This is an optimization exercise on Yosys and OpenROAD, whose aim is small area, a short achievable clock period and few clock cycles per item, not a production implementation.
Where RTL was checked, it was by simulation tests only, not by an equivalence proof against the original.
No activity file was given, so power comes from the tool's default toggle rates.

==> inputs of sierra <==
## rolling_hash_pattern_matcher_top
module rolling_hash_pattern_matcher_top #(
   parameter int MAX_PATTERN  = MAX_PATTERN_DEF,
   parameter int WINDOW_DEPTH = WINDOW_DEPTH_DEF
) (
   input  logic                 clock,
   input  logic                 reset,
   input  logic                 req_valid,
   output logic                 req_ready,
   input  logic [BYTE_W-1:0]    req_text_byte,
   output logic                 rsp_valid,
   input  logic                 rsp_ready,
   output logic                 rsp_kind,
   output logic [VALUE_W-1:0]   rsp_value,
   output logic                 rsp_last,
   input  logic                 csr_we,
   input  logic [CSR_IDX_W-1:0] csr_index,
   input  logic [CSR_W-1:0]     csr_wdata
);
clock: 9.5 ns
lec_check: 0
cap_margin: 20
core_margin: 2
core_utilization: 40
slew_margin: 20
standard.sh (not shown) runs the stock make flow with config.mk's settings and CLKGATE_MAP_FILE= SYNTH_SCRIPT=/design/flow/synth_recipe.tcl, a recipe that flattens the netlist after the stock synthesis.
==> flow/flow/run.sh <==
#!/bin/bash
# Standard ORFS layout with a tighter setup repair target (slack margin in ns).
set -euo pipefail
bash standard.sh SETUP_SLACK_MARGIN=6.2 finish > standard_make.log 2>&1
==> inputs of pepper, as changes to sierra <==
--- a/flow/design.v
+++ b/flow/design.v
@@ -103,10 +103,12 @@
    logic [5:0]  e_nx_ff;         
    logic        hashing_ff;
    logic [3:0]  hidx_ff;
    logic [2:0]  hchunk_ff;
    logic        hprev_ff, hcarry_ff;
+   logic [1:0]  hd_ff;            
+   logic        hlast_ff;         
    assign req_ready = rdy_ff;
    assign rsp_valid = rsp_valid_ff;
    assign rsp_kind  = rsp_kind_ff;
    assign rsp_value = rsp_value_ff;
    assign rsp_last  = rsp_last_ff;
@@ -134,11 +136,11 @@
       cnt_ok = (count_ff[31:4] != 28'd0) || (count_ff[3:0] > nm1_ff);
       hit_c  = s1_v_ff && dig_ok && cnt_ok;
       for (int i = 0; i < 8; i++) dcsr[i] = mod3(csr_wdata[8*i +: 8]);
       din = mod3(req_text_byte);
    end
-   logic        accept, shift, inc, len_wr, lo_wr, hi_wr, rot, aligned_n;
+   logic        accept, shift, inc, len_wr, lo_wr, hi_wr, rot, aligned, aligned_n, in_v_n;
    logic [3:0]  nm1_al_n;
    logic        cont_p, have_next, can_adv, load, pop_j, take_s2, push_j, first_push;
    logic        s2_leave, s1_move;
    logic [3:0]  m1_next, rem_next;
    logic        last_next;
@@ -149,16 +151,17 @@
    logic        first_seen_n, reported_n, hdone;
    logic [1:0]  hdig;
    logic [1:0]  hadd;
    logic [4:0]  hsum;
    assign accept = req_valid && rdy_ff;
-   assign shift  = in_v_ff && (!s1_v_ff || s2_leave);
+   assign aligned = (nm1_al_ff == nm1_ff);
+   assign shift  = in_v_ff && aligned && (!s1_v_ff || s2_leave);
    assign inc    = shift && (count_ff != CMAX);
    assign len_wr = csr_we && !reset && (csr_index == 2'd0);
    assign lo_wr  = csr_we && !reset && (csr_index == 2'd1);
    assign hi_wr  = csr_we && !reset && (csr_index == 2'd2);
-   assign rot    = (nm1_al_ff != nm1_ff) && !s1_v_ff && !in_v_ff;
+   assign rot    = !aligned && !s1_v_ff;
    always_comb begin
       cont_p    = rsp_valid_ff && (rem_ff != 4'd0);
       have_next = cont_p || j_v_ff || s2_hit_ff && !s2_first_ff;
       m1_next   = j_v_ff ? j_m1_ff : s2_m1_ff;
       rem_next  = cont_p ? rem_ff - 4'd1 : m1_next;
@@ -181,18 +184,19 @@
          e_nx_n = e_nx_ff + {5'd0, inc} - {5'd0, load};
       end else begin
          e_nx_n = e_head_n;
       end
       rem_n    = load ? rem_next : rem_ff;
-      hdone    = hashing_ff && (hidx_ff == 4'd0) && (hchunk_ff == 3'd7);
+      hdone    = hashing_ff && hlast_ff && (hchunk_ff == 3'd7);
       rsp_valid_n = hdone || load || (rsp_valid_ff && !can_adv);
       first_seen_n = first_seen_ff || accept;
       reported_n   = reported_ff || hdone;
       nm1_al_n     = rot ? nm1_al_ff - 4'd1 : nm1_al_ff;
       aligned_n    = (nm1_al_n == nm1_ff);
+      in_v_n       = accept || (in_v_ff && !shift);
       hdig = ((hidx_ff[3] ? zhi_ff : zlo_ff) ? 2'd0 : dp_ff[hidx_ff]);
-      hadd = (hchunk_ff == 3'd0) ? hdig : {1'b0, hcarry_ff};
+      hadd = (hchunk_ff == 3'd0) ? hd_ff : {1'b0, hcarry_ff};
       hsum = {1'b0, rsp_value_ff[3:0]} + {1'b0, rsp_value_ff[2:0], hprev_ff} + {3'd0, hadd};
    end
    always_ff @(posedge clock) begin
       if (reset) begin
          zlo_ff <= 1'b1;
@@ -248,12 +252,16 @@
       if (hashing_ff) begin
          rsp_value_ff <= {hsum[3:0], rsp_value_ff[31:4]};
          hprev_ff     <= rsp_value_ff[3];
          hcarry_ff    <= hsum[4];
          hchunk_ff    <= hchunk_ff + 3'd1;
-         if (hchunk_ff == 3'd7) begin
+         hd_ff        <= hdig;
+         if (hchunk_ff == 3'd0) begin
             hidx_ff  <= hidx_ff - 4'd1;
+            hlast_ff <= (hidx_ff == 4'd0);
+         end
+         if (hchunk_ff == 3'd7) begin
             hprev_ff <= 1'b0;
          end
          if (hdone) begin
             rsp_kind_ff <= KIND_HASH;
             rsp_last_ff <= !j_v_ff;
@@ -264,12 +272,14 @@
          rsp_value_ff <= pos;
          rsp_last_ff  <= last_next;
       end else if (s2_first_ff) begin
          rsp_value_ff <= 32'd0;
          hidx_ff      <= nm1_ff;
-         hchunk_ff    <= 3'd0;
+         hchunk_ff    <= 3'd1;
          hprev_ff     <= 1'b0;
+         hcarry_ff    <= 1'b0;
+         hlast_ff     <= 1'b0;
       end
       if (reset) begin
          nm1_al_ff     <= 4'd0;
          count_ff      <= 32'd0;
          first_seen_ff <= 1'b0;
@@ -282,23 +292,23 @@
          j_v_ff        <= 1'b0;
          rsp_valid_ff  <= 1'b0;
          hashing_ff    <= 1'b0;
       end else begin
          nm1_al_ff <= nm1_al_n;
-         if (inc) count_ff <= count_ff + 32'd1;
+         count_ff <= count_ff + {31'd0, inc};
          first_seen_ff <= first_seen_n;
          reported_ff   <= reported_n;
-         in_v_ff       <= accept || (in_v_ff && !shift);
+         in_v_ff       <= in_v_n;
          s1_v_ff       <= shift || (s1_v_ff && !s1_move);
          s2_hit_ff     <= s2_hit_n;
          s2_first_ff   <= s1_move ? s1_first_ff : (s2_first_ff && !s2_leave);
          j_v_ff        <= j_v_n;
          rsp_valid_ff  <= rsp_valid_n;
          hashing_ff    <= hashing_ff ? !hdone : s2_first_ff;
-         rdy_ff <= !len_wr && aligned_n &&
+         rdy_ff <= (aligned_n || !in_v_n) &&
                    !(first_seen_n && !reported_n) &&
                    !(s2_hit_n && j_v_n) &&
-                   !(s2_hit_n && s2_e_n[5]) && !(j_v_n && j_e_n[5]) &&
-                   !(rsp_valid_n && rem_n != 4'd0 && e_nx_n[5]);
+                   !(s2_hit_ff && s2_e_ff[5]) && !(j_v_ff && j_e_ff[5]) &&
+                   !(rsp_valid_ff && e_nx_ff[5]);
       end
    end
 endmodule
==> flow/flow/run.sh (replaced) <==
#!/bin/bash
# Standard ORFS layout with a tighter setup repair target, port buffers of
# a plain buffer cell, and free gate sizing.
set -euo pipefail
bash standard.sh 'SETUP_SLACK_MARGIN=6.3' 'MATCH_CELL_FOOTPRINT=0' 'BUFFER_PORTS_ARGS=-buffer_cell sky130_fd_sc_hd__buf_4' finish > standard_make.log 2>&1
ABC_AREA = 1   (was unset)
CTS_CLUSTER_DIAMETER = 80   (was unset)
CTS_CLUSTER_SIZE = 20   (was unset)
==> inputs of ember, as changes to sierra <==
--- a/flow/design.v
+++ b/flow/design.v
@@ -295,10 +295,10 @@
          rsp_valid_ff  <= rsp_valid_n;
          hashing_ff    <= hashing_ff ? !hdone : s2_first_ff;
          rdy_ff <= !len_wr && aligned_n &&
                    !(first_seen_n && !reported_n) &&
                    !(s2_hit_n && j_v_n) &&
-                   !(s2_hit_n && s2_e_n[5]) && !(j_v_n && j_e_n[5]) &&
-                   !(rsp_valid_n && rem_n != 4'd0 && e_nx_n[5]);
+                   !(s2_hit_ff && s2_e_ff[5]) && !(j_v_ff && j_e_ff[5]) &&
+                   !(rsp_valid_ff && e_nx_ff[5]);
       end
    end
 endmodule
CORE_UTILIZATION = 60   (was 40)
CTS_CLUSTER_DIAMETER = 80   (was unset)
CTS_CLUSTER_SIZE = 20   (was unset)
==> comparison table <==
quantity                                                              sierra                 ember       pepper
Setup clock skew after layout                                      0.0474 ns             0.0169 ns    0.0346 ns
Number of nets in the final layout                                      2358                  2312         2882
Overall die height                                               247 microns           203 microns  249 microns
Mean instance size in the synthesized netlist                     12.1 sq um            12.2 sq um   9.37 sq um
Run status                                          timing/DRC/antenna clean  timing/DRC/antenna clean  timing/DRC/antenna clean
LEAKAGE                                                            0.0107 uW             0.0103 uW    0.0111 uW
Post-Route Hold Slack                                               0.456 ns              0.445 ns     0.428 ns
Share of the final layout cell area in sequential cells                44.6%                 46.6%        47.4%
Source of the critical timing path                                 rsp_ready  hidx_ff[0]$_DFFE_PP_    rsp_ready
Final Instance Area                                              28600 sq um           27400 sq um  27100 sq um
Total global routing track utilization                                 21.2%                 30.5%        21.3%
Cell-internal power                                                  4910 uW               4370 uW      4200 uW
Comb power                                                           1760 uW               1790 uW      1880 uW
Insertion delay of the later-clocked pin in the worst-skew pair      0.62 ns               0.60 ns      0.63 ns
Combinational Power Share                                              24.6%                 27.3%        28.7%
Number of synthesized flops with an enable pin                           375                   375          378
Testbench counts of pepper, summed over its fixed seeds: cycles 29,785, bytes 24,258.
Testbench counts of ember, summed over its fixed seeds: cycles 29,864, bytes 24,258.
Only the layout flow was run in sierra; the RTL was not checked for function there.

==> exp/cedar: inputs <==
==> flow/design.v <==
package rhpm_pkg;
   localparam int MAX_PATTERN_DEF  = 16;
   localparam int WINDOW_DEPTH_DEF = 16;
   localparam int BYTE_W           = 8;
   localparam int VALUE_W          = 32;
   localparam int HASH_W           = 26;
   localparam int LEN_W            = 5;
   localparam int CSR_W            = 64;
   localparam int CSR_IDX_W        = 2;
   localparam int PAT_BYTES        = 16;
   localparam logic KIND_HASH = 1'b0;
   localparam logic KIND_POS  = 1'b1;
   typedef enum logic [CSR_IDX_W-1:0] {
      CSR_PATTERN_LENGTH = 2'd0,
      CSR_PATTERN_LOW    = 2'd1,
      CSR_PATTERN_HIGH   = 2'd2
   } csr_index_type;
endpackage
module rhpm_ram #(
   parameter int WIDTH = 8,
   parameter int DEPTH = 16
) (
   input  logic                     clock,
   input  logic                     wr_en,
   input  logic [$clog2(DEPTH)-1:0] wr_addr,
   input  logic [WIDTH-1:0]         wr_data,
   input  logic                     rd_en,
   input  logic [$clog2(DEPTH)-1:0] rd_addr,
   output logic [WIDTH-1:0]         rd_data
);
   logic [WIDTH-1:0] mem [DEPTH];
   logic [WIDTH-1:0] rd_data_ff;
   always_ff @(posedge clock) begin
      if (wr_en) begin
         mem[wr_addr] <= wr_data;
      end
      if (rd_en) begin
         rd_data_ff <= mem[rd_addr];
      end
   end
   assign rd_data = rd_data_ff;
endmodule
import rhpm_pkg::*;
module rolling_hash_pattern_matcher_top #(
   parameter int MAX_PATTERN  = MAX_PATTERN_DEF,
   parameter int WINDOW_DEPTH = WINDOW_DEPTH_DEF
) (
   input  logic                 clock,
   input  logic                 reset,
   input  logic                 req_valid,
   output logic                 req_ready,
   input  logic [BYTE_W-1:0]    req_text_byte,
   output logic                 rsp_valid,
   input  logic                 rsp_ready,
   output logic                 rsp_kind,
   output logic [VALUE_W-1:0]   rsp_value,
   output logic                 rsp_last,
   input  logic                 csr_we,
   input  logic [CSR_IDX_W-1:0] csr_index,
   input  logic [CSR_W-1:0]     csr_wdata
);
   function automatic logic [1:0] add3(input logic [1:0] a, input logic [1:0] b);
      logic az, bz;
      az = !a[0] && !a[1];
      bz = !b[0] && !b[1];
      add3[0] = (a[0] && bz) || (az && b[0]) || (a[1] && b[1]);
      add3[1] = (a[1] && bz) || (az && b[1]) || (a[0] && b[0]);
   endfunction
   function automatic logic [1:0] mod3(input logic [7:0] x);
      logic [1:0] r0, r1, r2, r3;
      r0 = {x[1] && !x[0], !x[1] && x[0]};
      r1 = {x[3] && !x[2], !x[3] && x[2]};
      r2 = {x[5] && !x[4], !x[5] && x[4]};
      r3 = {x[7] && !x[6], !x[7] && x[6]};
      mod3 = add3(add3(r0, r1), add3(r2, r3));
   endfunction
   localparam logic [31:0] CMAX = 32'hffff_ffff;
   logic [3:0]  nm1_ff;
   logic [7:0]  pat_ff [16];
   logic [1:0]  dp_ff [16];
   logic        zlo_ff, zhi_ff;   
   logic [7:0]  ring_ff [16];
   logic [1:0]  dw_ff [16];       
   logic [3:0]  nm1_al_ff;
   logic [31:0] count_ff;
   logic        first_seen_ff;    
   logic        reported_ff;      
   logic        rdy_ff;
   logic        s1_v_ff;
   logic        s1_first_ff;
   logic        s2_hit_ff, s2_first_ff;
   logic [3:0]  s2_m1_ff;
   logic [5:0]  s2_e_ff;
   logic        j_v_ff;
   logic [3:0]  j_m1_ff;
   logic [5:0]  j_e_ff;
   logic        rsp_valid_ff, rsp_kind_ff, rsp_last_ff;
   logic [31:0] rsp_value_ff;
   logic [3:0]  rem_ff;
   logic [5:0]  e_nx_ff;         
   logic        hashing_ff;
   logic [3:0]  hidx_ff;
   logic [2:0]  hchunk_ff;
   logic        hprev_ff, hcarry_ff;
   logic [1:0]  hd_ff;            
   logic        hlast_ff;         
   assign req_ready = rdy_ff;
   assign rsp_valid = rsp_valid_ff;
   assign rsp_kind  = rsp_kind_ff;
   assign rsp_value = rsp_value_ff;
   assign rsp_last  = rsp_last_ff;
   logic [1:0]  din;
   logic        zk, dig_eq, byte_eq;
   logic [1:0]  dcsr [8];
   logic [15:0] stop;         
   logic        dig_ok;
   logic        cnt_ok;
   logic        hit_c;
   logic [3:0]  m1_c;
   always_comb begin
      dig_ok = 1'b1;
      for (int k = 0; k < 16; k++) begin
         zk = (k < 8) ? zlo_ff : zhi_ff;
         dig_eq  = zk ? (dw_ff[k] == 2'd0) : (dw_ff[k] == dp_ff[k]);
         byte_eq = zk ? (ring_ff[k] == 8'd0) : (ring_ff[k] == pat_ff[k]);
         if (k <= nm1_ff && !dig_eq) dig_ok = 1'b0;
         stop[k] = !byte_eq || (k == nm1_ff);
      end
      m1_c = 4'd15;
      for (int k = 15; k >= 0; k--) begin
         if (stop[k]) m1_c = k;
      end
      cnt_ok = (count_ff[31:4] != 28'd0) || (count_ff[3:0] > nm1_ff);
      hit_c  = s1_v_ff && dig_ok && cnt_ok;
      for (int i = 0; i < 8; i++) dcsr[i] = mod3(csr_wdata[8*i +: 8]);
      din = mod3(req_text_byte);
   end
   logic        accept, inc, len_wr, lo_wr, hi_wr, rot, aligned, aligned_n;
   logic [3:0]  nm1_al_n;
   logic        cont_p, have_next, can_adv, load, pop_j, take_s2, push_j, first_push;
   logic        s2_leave, s1_move;
   logic [3:0]  m1_next, rem_next;
   logic        last_next;
   logic [31:0] pos;
   logic        s2_hit_n, j_v_n, rsp_valid_n;
   logic [5:0]  s2_e_n, j_e_n, e_nx_n, e_inc, e_dec, s2_e_inc, j_e_inc;
   logic [5:0]  e_head0, e_head1, e_nx_n0, e_nx_n1;
   logic [3:0]  rem_n;
   logic        first_seen_n, reported_n, hdone;
   logic [1:0]  hdig;
   logic [1:0]  hadd;
   logic [4:0]  hsum;
   assign accept = req_valid && rdy_ff;
   assign aligned = (nm1_al_ff == nm1_ff);
   assign inc    = accept && (count_ff != CMAX);
   assign len_wr = csr_we && !reset && (csr_index == 2'd0);
   assign lo_wr  = csr_we && (csr_index == 2'd1);
   assign hi_wr  = csr_we && (csr_index == 2'd2);
   assign rot    = !aligned && !s1_v_ff;
   always_comb begin
      cont_p    = rsp_valid_ff && (rem_ff != 4'd0);
      have_next = cont_p || j_v_ff || s2_hit_ff && !s2_first_ff;
      m1_next   = j_v_ff ? j_m1_ff : s2_m1_ff;
      rem_next  = cont_p ? rem_ff - 4'd1 : m1_next;
      last_next = cont_p ? (rem_ff == 4'd1) : (m1_next == 4'd0);
      pos       = count_ff - {26'd0, e_nx_ff};
      can_adv  = !hashing_ff && (!rsp_valid_ff || rsp_ready);
      load     = can_adv && have_next;
      pop_j    = load && !cont_p && j_v_ff;
      take_s2  = load && !cont_p && !j_v_ff;
      first_push = s2_first_ff && s2_hit_ff;
      push_j   = s2_hit_ff && !s2_first_ff && !take_s2 && !j_v_ff;
      s2_leave = !s2_hit_ff || s2_first_ff || !j_v_ff;
      s1_move  = s1_v_ff && s2_leave;
      s2_hit_n = s1_move ? hit_c : (s2_hit_ff && !s2_leave);
      s2_e_n   = s1_move ? ({2'b0, nm1_ff} + {5'd0, inc}) : (s2_e_ff + {5'd0, inc});
      j_v_n    = push_j || first_push || (j_v_ff && !pop_j);
      j_e_n    = (push_j || first_push) ? (s2_e_ff + {5'd0, inc}) : (j_e_ff + {5'd0, inc});
      e_inc    = e_nx_ff + {5'd0, inc};
      e_dec    = e_inc - 6'd1;
      s2_e_inc = s2_e_ff + {5'd0, inc};
      j_e_inc  = j_e_ff + {5'd0, inc};
      e_head0  = j_v_ff ? j_e_inc : (first_push || s2_hit_ff && !s2_first_ff) ? s2_e_inc : s2_e_n;
      e_head1  = (cont_p && j_v_ff) ? j_e_inc :
                 (first_push || cont_p && s2_hit_ff && !s2_first_ff) ? s2_e_inc : s2_e_n;
      e_nx_n0  = cont_p ? e_inc : e_head0;
      e_nx_n1  = (rem_next != 4'd0) ? e_dec : e_head1;
      e_nx_n   = load ? e_nx_n1 : e_nx_n0;
      rem_n    = load ? rem_next : rem_ff;
      hdone    = hashing_ff && hlast_ff && (hchunk_ff == 3'd7);
      rsp_valid_n = hdone || load || (rsp_valid_ff && !can_adv);
      first_seen_n = first_seen_ff || accept;
      reported_n   = reported_ff || hdone;
      nm1_al_n     = rot ? nm1_al_ff - 4'd1 : nm1_al_ff;
      aligned_n    = (nm1_al_n == nm1_ff);
      hdig = ((hidx_ff[3] ? zhi_ff : zlo_ff) ? 2'd0 : dp_ff[hidx_ff]);
      hadd = (hchunk_ff == 3'd0) ? hd_ff : {1'b0, hcarry_ff};
      hsum = {1'b0, rsp_value_ff[3:0]} + {1'b0, rsp_value_ff[2:0], hprev_ff} + {3'd0, hadd};
   end
   always_ff @(posedge clock) begin
      if (reset) begin
         zlo_ff <= 1'b1;
         zhi_ff <= 1'b1;
      end else begin
         if (lo_wr) zlo_ff <= 1'b0;
         if (hi_wr) zhi_ff <= 1'b0;
      end
      if (reset) begin
         nm1_ff <= 4'd0;
      end else if (len_wr) begin
         if (csr_wdata[4:0] == 5'd0)                       nm1_ff <= 4'd0;
         else if (csr_wdata[4] && csr_wdata[3:0] != 4'd0) nm1_ff <= 4'd15;
         else                                              nm1_ff <= csr_wdata[3:0] - 4'd1;
      end
      if (lo_wr) begin
         for (int i = 0; i < 8; i++) begin
            pat_ff[i] <= csr_wdata[8*i +: 8];
            dp_ff[i]  <= dcsr[i];
         end
      end
      if (hi_wr) begin
         for (int i = 0; i < 8; i++) begin
            pat_ff[8 + i] <= csr_wdata[8*i +: 8];
            dp_ff[8 + i]  <= dcsr[i];
         end
      end
      if (accept) begin
         for (int j = 0; j < 16; j++) begin
            ring_ff[j] <= (j == nm1_al_ff) ? req_text_byte : ring_ff[(j + 1) % 16];
            dw_ff[j]   <= (j == nm1_al_ff) ? din : dw_ff[(j + 1) % 16];
         end
      end else if (rot) begin
         for (int j = 0; j < 16; j++) begin
            ring_ff[j] <= ring_ff[(j + 1) % 16];
            dw_ff[j]   <= dw_ff[(j + 1) % 16];
         end
      end
      if (s1_move) begin
         s2_m1_ff <= m1_c;
      end
      s2_e_ff <= s2_e_n;
      if (push_j || first_push) j_m1_ff <= s2_m1_ff;
      j_e_ff   <= j_e_n;
      e_nx_ff  <= e_nx_n;
      rem_ff   <= rem_n;
      if (accept) s1_first_ff <= !first_seen_ff;
      if (hashing_ff) begin
         rsp_value_ff <= {hsum[3:0], rsp_value_ff[31:4]};
         hprev_ff     <= rsp_value_ff[3];
         hcarry_ff    <= hsum[4];
         hchunk_ff    <= hchunk_ff + 3'd1;
         hd_ff        <= hdig;
         if (hchunk_ff == 3'd0) begin
            hidx_ff  <= hidx_ff - 4'd1;
            hlast_ff <= (hidx_ff == 4'd0);
         end
         if (hchunk_ff == 3'd7) begin
            hprev_ff <= 1'b0;
         end
         if (hdone) begin
            rsp_kind_ff <= KIND_HASH;
            rsp_last_ff <= !j_v_ff;
            rem_ff      <= 4'd0;
         end
      end else if (load) begin
         rsp_kind_ff  <= KIND_POS;
         rsp_value_ff <= pos;
         rsp_last_ff  <= last_next;
      end else if (s2_first_ff) begin
         rsp_value_ff <= 32'd0;
         hidx_ff      <= nm1_ff;
         hchunk_ff    <= 3'd1;
         hprev_ff     <= 1'b0;
         hcarry_ff    <= 1'b0;
         hlast_ff     <= 1'b0;
      end
      if (reset) begin
         nm1_al_ff     <= 4'd0;
         count_ff      <= 32'd0;
         first_seen_ff <= 1'b0;
         reported_ff   <= 1'b0;
         rdy_ff        <= 1'b1;
         s1_v_ff       <= 1'b0;
         s2_hit_ff     <= 1'b0;
         s2_first_ff   <= 1'b0;
         j_v_ff        <= 1'b0;
         rsp_valid_ff  <= 1'b0;
         hashing_ff    <= 1'b0;
      end else begin
         nm1_al_ff <= nm1_al_n;
         count_ff <= count_ff + {31'd0, inc};
         first_seen_ff <= first_seen_n;
         reported_ff   <= reported_n;
         s1_v_ff       <= accept || (s1_v_ff && !s1_move);
         s2_hit_ff     <= s2_hit_n;
         s2_first_ff   <= s1_move ? s1_first_ff : (s2_first_ff && !s2_leave);
         j_v_ff        <= j_v_n;
         rsp_valid_ff  <= rsp_valid_n;
         hashing_ff    <= hashing_ff ? !hdone : s2_first_ff;
         rdy_ff <= !len_wr && aligned_n &&
                   !(first_seen_n && !reported_n) &&
                   !(s2_hit_n && j_v_n) &&
                   !(s2_hit_ff && s2_e_ff[5]) && !(j_v_ff && j_e_ff[5]) &&
                   !(rsp_valid_ff && e_nx_ff[5]);
      end
   end
endmodule
==> flow/flow/run.sh <==
#!/bin/bash
# Standard ORFS layout with a tighter setup repair target, port buffers of
# a plain buffer cell, and free gate sizing.
set -euo pipefail
bash standard.sh 'SETUP_SLACK_MARGIN=6.35' 'MATCH_CELL_FOOTPRINT=0' 'BUFFER_PORTS_ARGS=-buffer_cell sky130_fd_sc_hd__buf_4' finish > standard_make.log 2>&1
==> flow/standard.sh <==
#!/bin/bash
# synth_recipe.tcl (not shown) runs the flow's synth.tcl, then flattens the netlist and writes it again
# the make line also repeats each setting of config.mk as NAME=value (left out here)
make -C /OpenROAD-flow-scripts/flow DESIGN_CONFIG=/design/flow/config.mk WORK_HOME=/design/flow/orfs CLKGATE_MAP_FILE= SYNTH_SCRIPT=/design/flow/synth_recipe.tcl "${@:-finish}"
==> flow/config.mk <==
export PLATFORM = sky130hd
export DESIGN_NAME = rolling_hash_pattern_matcher_top
export DESIGN_NICKNAME = rolling_hash_pattern_matcher_top
export VERILOG_FILES = /design/flow/design.v
export SDC_FILE = /design/flow/constraint.sdc
export NUM_CORES = 4
export LEC_CHECK = 0
export ABC_AREA = 1
export CAP_MARGIN = 20
export CORE_MARGIN = 2
export CORE_UTILIZATION = 40
export CTS_CLUSTER_DIAMETER = 100
export CTS_CLUSTER_SIZE = 26
export SLEW_MARGIN = 20
==> flow/constraint.sdc <==
create_clock -name core_clock -period 9.5 [get_ports {clock}]
set_input_delay 1.9000 -clock core_clock [delete_from_list [all_inputs] [get_ports {clock}]]
set_output_delay 1.9000 -clock core_clock [all_outputs]
set_load 0.01 [all_outputs]
==> exp/indigo (differences from exp/cedar) <==
--- a/flow/design.v
+++ b/flow/design.v
@@ -88,2 +88,5 @@
    logic        rdy_ff;
+   logic        in_v_ff, in_first_ff;
+   logic [7:0]  in_byte_ff;
+   logic [1:0]  in_d_ff;
    logic        s1_v_ff;
@@ -137,3 +140,3 @@
    end
-   logic        accept, inc, len_wr, lo_wr, hi_wr, rot, aligned, aligned_n;
+   logic        accept, shift, inc, len_wr, lo_wr, hi_wr, rot, aligned, aligned_n, in_v_n;
    logic [3:0]  nm1_al_n;
@@ -154,3 +157,4 @@
    assign aligned = (nm1_al_ff == nm1_ff);
-   assign inc    = accept && (count_ff != CMAX);
+   assign shift  = in_v_ff && aligned && (!s1_v_ff || s2_leave);
+   assign inc    = shift && (count_ff != CMAX);
    assign len_wr = csr_we && !reset && (csr_index == 2'd0);
@@ -195,2 +199,3 @@
       aligned_n    = (nm1_al_n == nm1_ff);
+      in_v_n       = accept || (in_v_ff && !shift);
       hdig = ((hidx_ff[3] ? zhi_ff : zlo_ff) ? 2'd0 : dp_ff[hidx_ff]);
@@ -226,6 +231,11 @@
       end
-      if (accept) begin
+      if (rdy_ff) begin
+         in_byte_ff  <= req_text_byte;
+         in_d_ff     <= din;
+         in_first_ff <= !first_seen_ff;
+      end
+      if (shift) begin
          for (int j = 0; j < 16; j++) begin
-            ring_ff[j] <= (j == nm1_al_ff) ? req_text_byte : ring_ff[(j + 1) % 16];
-            dw_ff[j]   <= (j == nm1_al_ff) ? din : dw_ff[(j + 1) % 16];
+            ring_ff[j] <= (j == nm1_al_ff) ? in_byte_ff : ring_ff[(j + 1) % 16];
+            dw_ff[j]   <= (j == nm1_al_ff) ? in_d_ff : dw_ff[(j + 1) % 16];
          end
@@ -245,3 +255,3 @@
       rem_ff   <= rem_n;
-      if (accept) s1_first_ff <= !first_seen_ff;
+      if (shift) s1_first_ff <= in_first_ff;
       if (hashing_ff) begin
@@ -283,2 +293,3 @@
          s1_v_ff       <= 1'b0;
+         in_v_ff       <= 1'b0;
          s2_hit_ff     <= 1'b0;
@@ -293,3 +304,4 @@
          reported_ff   <= reported_n;
-         s1_v_ff       <= accept || (s1_v_ff && !s1_move);
+         in_v_ff       <= in_v_n;
+         s1_v_ff       <= shift || (s1_v_ff && !s1_move);
          s2_hit_ff     <= s2_hit_n;
@@ -299,3 +311,3 @@
          hashing_ff    <= hashing_ff ? !hdone : s2_first_ff;
-         rdy_ff <= !len_wr && aligned_n &&
+         rdy_ff <= (aligned_n || !in_v_n) &&
                    !(first_seen_n && !reported_n) &&
==> flow/flow/run.sh (replaced) <==
#!/bin/bash
# Standard ORFS layout with a tighter setup repair target, port buffers of
# a plain buffer cell, and free gate sizing.
set -euo pipefail
bash standard.sh 'SETUP_SLACK_MARGIN=6.4' 'MATCH_CELL_FOOTPRINT=0' 'BUFFER_PORTS_ARGS=-buffer_cell sky130_fd_sc_hd__buf_4' finish > standard_make.log 2>&1
- ABC_AREA: 1 -> not set
- CTS_CLUSTER_DIAMETER: 100 -> 80
- CTS_CLUSTER_SIZE: 26 -> 20
==> impl_metrics.csv <==
group,metric,value,unit
status,outcome,"complete, no violations",
die,row_count,90,
finish,seq_share,44.1,%
finish,final_common_cell,"nand2_1",
route,wl_met3,4560,µm
power_and_ir_drop,clkPwrFrac,17.2,%
sta,min_period,3.64,ns
power_and_ir_drop,p_per_area,231,mW/mm²
finish,final_cell_mix,"nand2_1, edfxtp_1, inv_1, nor2_1",
route,drtIter0Drc,1789,
sta,finClkSkew,0.0331,ns
worst_setup_path,arrival,4.12,ns
finish,fin_area,0.0283,mm²
global_route,grt_use_total,22.9,%
synth,yosysMostFrequentCell,"nand2_1",
# the run above: exp/cedar

==> impl_metrics.csv <==
group,metric,value,unit
power_and_ir_drop,clkPwrFrac,20.1,%
finish,seq_share,46.2,%
power_and_ir_drop,p_per_area,240,mW/mm²
finish,fin_area,0.0279,mm²
route,vias,16586,
status,outcome,"complete, no violations",
sta,finClkSkew,0.0164,ns
route,drtIter0Drc,1343,
sta,min_period,3.11,ns
synth,yosysMostFrequentCell,"edfxtp_1",
finish,final_common_cell,"edfxtp_1",
die,row_count,89,
global_route,grt_use_total,20.7,%
# the run above: exp/indigo

Testbench counts of exp/indigo, summed over its fixed seeds: cycles 29,785, bytes 24,258.
For exp/cedar, only the layout was checked, not whether the RTL still works.

re-timing with driven ports:
The results above use ideal ports. As a check the final layouts listed here were re-extracted and re-timed, cells and wires unchanged. Step 1, drivers: a clkbuf_16 drives clock and a buf_2 each remaining input, both assumed. Step 2 also shifts input and output timing later by t, the mid clock arrival at the registers, as if the neighbouring blocks saw the same clock. a / b / c = ideal / step 1 / step 2; a / b = the first two.
| run | shift t [ns] | slack for setup (ns) | latest minus earliest clock arrival (ns) | slew at the worst register clock pin (ns) |
|---|---|---|---|---|
| sierra | 0.655 | 5.933 / 5.928 / 5.272 | 0.049 / 0.049 | 0.07 / 0.07 |
| pepper | 0.668 | 6.344 / 6.302 / 5.688 | 0.042 / 0.043 | 0.09 / 0.09 |
| ember | 0.644 | 6.123 / 6.123 / 5.604 | 0.021 / 0.022 | 0.09 / 0.09 |
| exp/cedar | 0.651 | 5.863 / 5.873 / 5.223 | 0.039 / 0.039 | 0.11 / 0.11 |
| exp/indigo | 0.676 | 6.394 / 6.333 / 5.766 | 0.022 / 0.022 | 0.09 / 0.09 |
After both steps setup and hold are still met in every run listed. For sierra, which loses most, drivers alone change the setup slack by -0.005 ns; drivers and shift together by -0.661 ns.
